What follows belongs to an exercise in optimizing a design on an open flow for small area, a short achievable clock period and few clock cycles; a production flow would make more cautious choices.
At most, simulation tests tie the RTL to the original design; equivalence was not proved.
No activity file was given, so power comes from the tool's default toggle rates.

==> inputs of tundra <==
==> flow/design.v <==
`timescale 1ns/1ns
`default_nettype none
package cache_pkg;
	typedef logic [32-1:0]  word_t;
	typedef logic [30-1:0] paddr_t;    
	typedef logic [28-1:0] laddr_t;    
	typedef logic [128-1:0]  line_t;     
	typedef logic [26-1:0]    tag_t;
	typedef logic [2-1:0]  index_t;
	typedef logic [2-1:0] offset_t;
	typedef logic way_t;
	typedef enum logic [1:0] {
		ST_READY     = 2'd0,    
		ST_WRITEBACK = 2'd1,    
		ST_REFILL    = 2'd2     
	} cache_state_e;
endpackage
`default_nettype wire
`timescale 1ns/1ns
`default_nettype none
module cache_top (
	input  wire         clk,
	input  wire         rst_n,
	input  wire         i_proc_read,
	input  wire         i_proc_write,
	input  wire [30-1:0] i_proc_addr,
	input  wire [32-1:0]  i_proc_wdata,
	output logic [32-1:0]       o_proc_rdata,
	output logic        o_proc_stall,
	output logic        o_mem_read,
	output logic        o_mem_write,
	output logic [28-1:0]      o_mem_addr,
	output logic [128-1:0]       o_mem_wdata,
	input  wire [128-1:0]  i_mem_rdata,
	input  wire         i_mem_ready
);
	logic        valid;
	logic        dirty;    
	logic [28-1:0] tag;    
	logic [128-1:0]  line;
	logic        done;     
	logic        pend;     
	logic        rd;       
	logic        wb;       
	logic [32-1:0] rdata;
	logic [28-1:0] laddr;
	logic [2-1:0] off;
	logic        req;
	logic        fresh;
	logic        hit;
	logic        rd_ready;
	logic        dirty_eff;
	logic        dirty_nxt;
	logic        port_free;
	logic        load_tag;
	logic        start_rd;
	logic        start_wb;
	logic [4-1:0] wen;
	logic [4-1:0] wsel;    
	logic [128-1:0]  line_nxt;
	logic [32-1:0] nxt_word;
	assign laddr = i_proc_addr[30-1:2];
	assign off   = i_proc_addr[2-1:0];
	assign req   = i_proc_read | i_proc_write;
	assign fresh = ~done & ~pend;
	assign hit   = valid & (tag == laddr);
	assign rd_ready = rd & i_mem_ready;
	assign dirty_eff = dirty & ~(wb & i_mem_ready);
	assign dirty_nxt = dirty_eff | (i_proc_write & (done | rd_ready | (fresh & hit)));
	assign port_free = ~((wb | rd) & ~i_mem_ready);
	assign load_tag  = ((fresh & req) | (pend & ~rd)) & port_free & ~dirty_eff;
	assign start_rd  = load_tag & ~(fresh & hit);
	assign start_wb  = port_free & dirty_nxt;
	always_comb begin
		nxt_word  = '0;
		for (int k = 0; k < 4; k++) begin
			wen[k] = done & wsel[k];
			if (off == k) begin
				nxt_word  = line_nxt[k*32 +: 32];
			end
		end
	end
	assign o_proc_stall = ~done;
	assign o_proc_rdata = rdata;
	assign o_mem_read   = rd;
	assign o_mem_write  = wb;
	assign o_mem_addr   = tag;
	assign o_mem_wdata  = line;
	always_ff @(posedge clk or negedge rst_n) begin
		if (!rst_n) begin
			valid <= 1'b0;
			dirty <= 1'b0;
			done  <= 1'b0;
			pend  <= 1'b0;
			rd    <= 1'b0;
			wb    <= 1'b0;
		end else begin
			dirty <= dirty_nxt;
			done  <= (fresh & req & hit) | rd_ready;
			pend  <= ((fresh & req & ~hit) | pend) & ~rd_ready;
			rd    <= (rd & ~i_mem_ready) | start_rd;
			wb    <= (wb & ~i_mem_ready) | start_wb;
			if (rd_ready)
				valid <= 1'b1;
		end
	end
	always_comb begin
		for (int k = 0; k < 4; k++)
			line_nxt[k*32 +: 32] =
				({32{rd}} & i_mem_rdata[k*32 +: 32]) |
				({32{wen[k]}} & i_proc_wdata) |
				({32{~rd & ~wen[k]}} & line[k*32 +: 32]);
	end
	always_ff @(posedge clk) begin
		if (load_tag)
			tag <= laddr;
		for (int k = 0; k < 4; k++)
			wsel[k] <= i_proc_write & (off == k);
		line <= line_nxt;
		rdata <= '1;
		if (i_proc_read & ~done)
			rdata <= nxt_word;    
	end
endmodule
`default_nettype wire
==> flow/flow/run.sh <==
#!/bin/bash
# The standard layout, with:
#  - the port buffers made of the smallest buffer cell,
#  - timing repair aiming for extra setup slack,
#  - the slow many-input OR/NOR cells (or4*, nor4*, nor3*) added to the platform's
#    don't-use list (flow/dont_use.txt holds the platform's list and these), so that
#    the tag compare maps to faster gates,
#  - clock tree synthesis without dummy loads and free to use smaller clock buffers.
set -euo pipefail
here=$(cd "$(dirname "$0")" && pwd)
export BUFFER_PORTS_ARGS="-buffer_cell sky130_fd_sc_hd__buf_1"
export SETUP_SLACK_MARGIN=5.2
export CTS_ARGS="-sink_clustering_enable -repair_clock_nets -dont_use_dummy_load -buf_list {sky130_fd_sc_hd__clkbuf_4 sky130_fd_sc_hd__clkbuf_8 sky130_fd_sc_hd__clkbuf_16}"
bash standard.sh "DONT_USE_CELLS=$(cat "$here/dont_use.txt")" finish > standard_flow.log 2>&1
==> flow/flow/dont_use.txt <==
sky130_fd_sc_hd__probe_p_8 sky130_fd_sc_hd__probec_p_8 sky130_fd_sc_hd__lpflow_bleeder_1 sky130_fd_sc_hd__lpflow_clkbufkapwr_1 sky130_fd_sc_hd__lpflow_clkbufkapwr_16 sky130_fd_sc_hd__lpflow_clkbufkapwr_2 sky130_fd_sc_hd__lpflow_clkbufkapwr_4 sky130_fd_sc_hd__lpflow_clkbufkapwr_8 sky130_fd_sc_hd__lpflow_clkinvkapwr_1 sky130_fd_sc_hd__lpflow_clkinvkapwr_16 sky130_fd_sc_hd__lpflow_clkinvkapwr_2 sky130_fd_sc_hd__lpflow_clkinvkapwr_4 sky130_fd_sc_hd__lpflow_clkinvkapwr_8 sky130_fd_sc_hd__lpflow_decapkapwr_12 sky130_fd_sc_hd__lpflow_decapkapwr_3 sky130_fd_sc_hd__lpflow_decapkapwr_4 sky130_fd_sc_hd__lpflow_decapkapwr_6 sky130_fd_sc_hd__lpflow_decapkapwr_8 sky130_fd_sc_hd__lpflow_inputiso0n_1 sky130_fd_sc_hd__lpflow_inputiso0p_1 sky130_fd_sc_hd__lpflow_inputiso1n_1 sky130_fd_sc_hd__lpflow_inputiso1p_1 sky130_fd_sc_hd__lpflow_inputisolatch_1 sky130_fd_sc_hd__lpflow_isobufsrc_1 sky130_fd_sc_hd__lpflow_isobufsrc_16 sky130_fd_sc_hd__lpflow_isobufsrc_2 sky130_fd_sc_hd__lpflow_isobufsrc_4 sky130_fd_sc_hd__lpflow_isobufsrc_8 sky130_fd_sc_hd__lpflow_isobufsrckapwr_16 sky130_fd_sc_hd__lpflow_lsbuf_lh_hl_isowell_tap_1 sky130_fd_sc_hd__lpflow_lsbuf_lh_hl_isowell_tap_2 sky130_fd_sc_hd__lpflow_lsbuf_lh_hl_isowell_tap_4 sky130_fd_sc_hd__lpflow_lsbuf_lh_isowell_4 sky130_fd_sc_hd__lpflow_lsbuf_lh_isowell_tap_1 sky130_fd_sc_hd__lpflow_lsbuf_lh_isowell_tap_2 sky130_fd_sc_hd__lpflow_lsbuf_lh_isowell_tap_4 sky130_fd_sc_hd__or4_1 sky130_fd_sc_hd__or4_2 sky130_fd_sc_hd__or4_4 sky130_fd_sc_hd__or4b_1 sky130_fd_sc_hd__or4b_2 sky130_fd_sc_hd__or4b_4 sky130_fd_sc_hd__or4bb_1 sky130_fd_sc_hd__or4bb_2 sky130_fd_sc_hd__or4bb_4 sky130_fd_sc_hd__nor4_1 sky130_fd_sc_hd__nor4_2 sky130_fd_sc_hd__nor4_4 sky130_fd_sc_hd__nor4b_1 sky130_fd_sc_hd__nor4b_2 sky130_fd_sc_hd__nor4b_4 sky130_fd_sc_hd__nor4bb_1 sky130_fd_sc_hd__nor4bb_2 sky130_fd_sc_hd__nor4bb_4 sky130_fd_sc_hd__nor3_1 sky130_fd_sc_hd__nor3_2 sky130_fd_sc_hd__nor3_4 sky130_fd_sc_hd__nor3b_1 sky130_fd_sc_hd__nor3b_2 sky130_fd_sc_hd__nor3b_4
==> flow/standard.sh <==
#!/bin/bash
# synth_recipe.tcl (not shown) runs the flow's synth.tcl, then flattens the netlist and writes it again
# the make line also repeats each setting of config.mk as NAME=value (left out here)
make -C /OpenROAD-flow-scripts/flow DESIGN_CONFIG=/design/flow/config.mk WORK_HOME=/design/flow/orfs CLKGATE_MAP_FILE= SYNTH_SCRIPT=/design/flow/synth_recipe.tcl "${@:-finish}"
==> flow/config.mk <==
export PLATFORM = sky130hd
export DESIGN_NAME = cache_top
export DESIGN_NICKNAME = cache_top
export VERILOG_FILES = /design/flow/design.v
export SDC_FILE = /design/flow/constraint.sdc
export NUM_CORES = 4
export LEC_CHECK = 0
export ABC_CLOCK_PERIOD_IN_PS = 2500
export CAP_MARGIN = 20
export CORE_MARGIN = 2
export CORE_UTILIZATION = 40
export SLEW_MARGIN = 20
==> flow/constraint.sdc <==
create_clock -name core_clock -period 8.0 [get_ports {clk}]
set_input_delay 1.6000 -clock core_clock [delete_from_list [all_inputs] [get_ports {clk}]]
set_output_delay 1.6000 -clock core_clock [all_outputs]
set_load 0.01 [all_outputs]
==> inputs of cedar, as changes to tundra <==
--- a/flow/design.v
+++ b/flow/design.v
@@ -57,6 +57,2 @@
 	logic        start_wb;
-	logic [4-1:0] wen;
-	logic [4-1:0] wsel;    
-	logic [128-1:0]  line_nxt;
-	logic [32-1:0] nxt_word;
 	assign laddr = i_proc_addr[30-1:2];
@@ -73,11 +69,2 @@
 	assign start_wb  = port_free & dirty_nxt;
-	always_comb begin
-		nxt_word  = '0;
-		for (int k = 0; k < 4; k++) begin
-			wen[k] = done & wsel[k];
-			if (off == k) begin
-				nxt_word  = line_nxt[k*32 +: 32];
-			end
-		end
-	end
 	assign o_proc_stall = ~done;
@@ -106,9 +93,2 @@
 	end
-	always_comb begin
-		for (int k = 0; k < 4; k++)
-			line_nxt[k*32 +: 32] =
-				({32{rd}} & i_mem_rdata[k*32 +: 32]) |
-				({32{wen[k]}} & i_proc_wdata) |
-				({32{~rd & ~wen[k]}} & line[k*32 +: 32]);
-	end
 	always_ff @(posedge clk) begin
@@ -116,8 +96,10 @@
 			tag <= laddr;
-		for (int k = 0; k < 4; k++)
-			wsel[k] <= i_proc_write & (off == k);
-		line <= line_nxt;
+		if (rd_ready)
+			line <= i_mem_rdata;
+		else if (done & i_proc_write)
+			line[off*32 +: 32] <= i_proc_wdata;
 		rdata <= '1;
 		if (i_proc_read & ~done)
-			rdata <= nxt_word;    
+			rdata <= rd_ready ? i_mem_rdata[off*32 +: 32]
+			                  : line[off*32 +: 32];
 	end
==> flow/run.sh (new file) <==
#!/bin/bash
# synth_recipe.tcl (not shown) runs the flow's synth.tcl, then flattens the netlist and writes it again
# the make line also repeats each setting of config.mk as NAME=value (left out here)
make -C /OpenROAD-flow-scripts/flow DESIGN_CONFIG=/design/flow/config.mk WORK_HOME=/design/flow/orfs CLKGATE_MAP_FILE= SYNTH_SCRIPT=/design/flow/synth_recipe.tcl finish
--- a/flow/config.mk
+++ b/flow/config.mk
@@ -11,2 +11,3 @@
 export CORE_UTILIZATION = 40
+export SETUP_SLACK_MARGIN = 5
 export SLEW_MARGIN = 20
removed: flow/flow/run.sh
removed: flow/flow/dont_use.txt
removed: flow/standard.sh
==> qor summary <==
| item | tundra | cedar |
|---|---|---|
| Status | no timing/DRC/antenna violations | no timing/DRC/antenna violations |
| Combinational power | 0.00192 W | 0.00223 W |
| Sequential logic power | 0.00176 W | 0.00181 W |
| Die ar. | 0.0221 mm2 | 0.0279 mm2 |
| RSZ-0062 raised after global routing | no | yes |
| Post-route setup slack | 5260 ps | 5020 ps |
| Post-CTS Resized | 4 | 114 |
| Setup Slack @ Placement | 4770 ps | 3310 ps |
| Power of the clock network | 0.000693 W | 0.000877 W |
| CP Depth | 2 | 3 |
| Sum of routed wire length over all layers | 28,500 um | 42,000 um |
| Setup slack of the worst register-to-register path | 5430 ps | 6000 ps |
| Synthesized area divided by synthesized cell count | 10.6 um2 | 13.8 um2 |
| Worst path required time | 6400 ps | 8080 ps |
| Area of the mapped netlist | 0.00837 mm2 | 0.0106 mm2 |
| Worst VDD drop | 0.000159 V | 0.000148 V |
| Clock edge transition at the registers on the reported setup and hold paths | 50 ps | 80 ps |
| Flip-flop and latch count | 198 | 194 |
| Post-synthesis share of cell area spent on and, or, nand and nor gates | 3.68% | 14.8% |
| Proportion of synthesized chip area in sequential cells | 51.1% | 51.5% |
| Amount of wire on met2 after detailed routing | 14,000 um | 20,000 um |
| Tcrit/Tclk final | 34.2% | 37.3% |
| Row count | 52 | 59 |
| Arrival time worst endpoint | 1140 ps | 3060 ps |
| Share of cell area taken by multi-input logic gates | 32.3% | 30.3% |
| Net Sw Power | 0.00177 W | 0.00170 W |
| Placed instance area | 0.00994 mm2 | 0.0146 mm2 |
Testbench counts of tundra, summed over its fixed seeds: cycles 107,445.
Only the layout flow was run in cedar; the RTL was not checked for function there.

## what the ideal ports hide
How much do the figures lean on ideal ports? The routed layouts below were timed once more, with nothing changed but the port constraints.
Step 1 assumes that a clkbuf_16 drives the clock port and a buf_2 every other input.
Step 2 adds t to the input delays and takes it off the output delays; t is the mean of the earliest and latest rising clock arrival at the registers after step 1. Input paths then give back, and output paths get back, about the clock's delay inside the block.
Slacks: ideal / step 1 / step 2; pairs: ideal / step 1.
run	t (ns)	setup WS [ns]	worst setup path at the end	latest minus earliest clock arrival (ns)	slew at the worst register clock pin (ns)
tundra	0.458	5.262 / 5.216 / 4.848	input to register	0.027 / 0.027	0.08 / 0.08
cedar	0.489	5.020 / 4.971 / 4.543	input to register	0.016 / 0.016	0.08 / 0.08
After both steps every run listed still meets setup and hold. The setup slack of cedar, which loses most, moves by -0.049 ns with the drivers and by -0.477 ns with both steps.
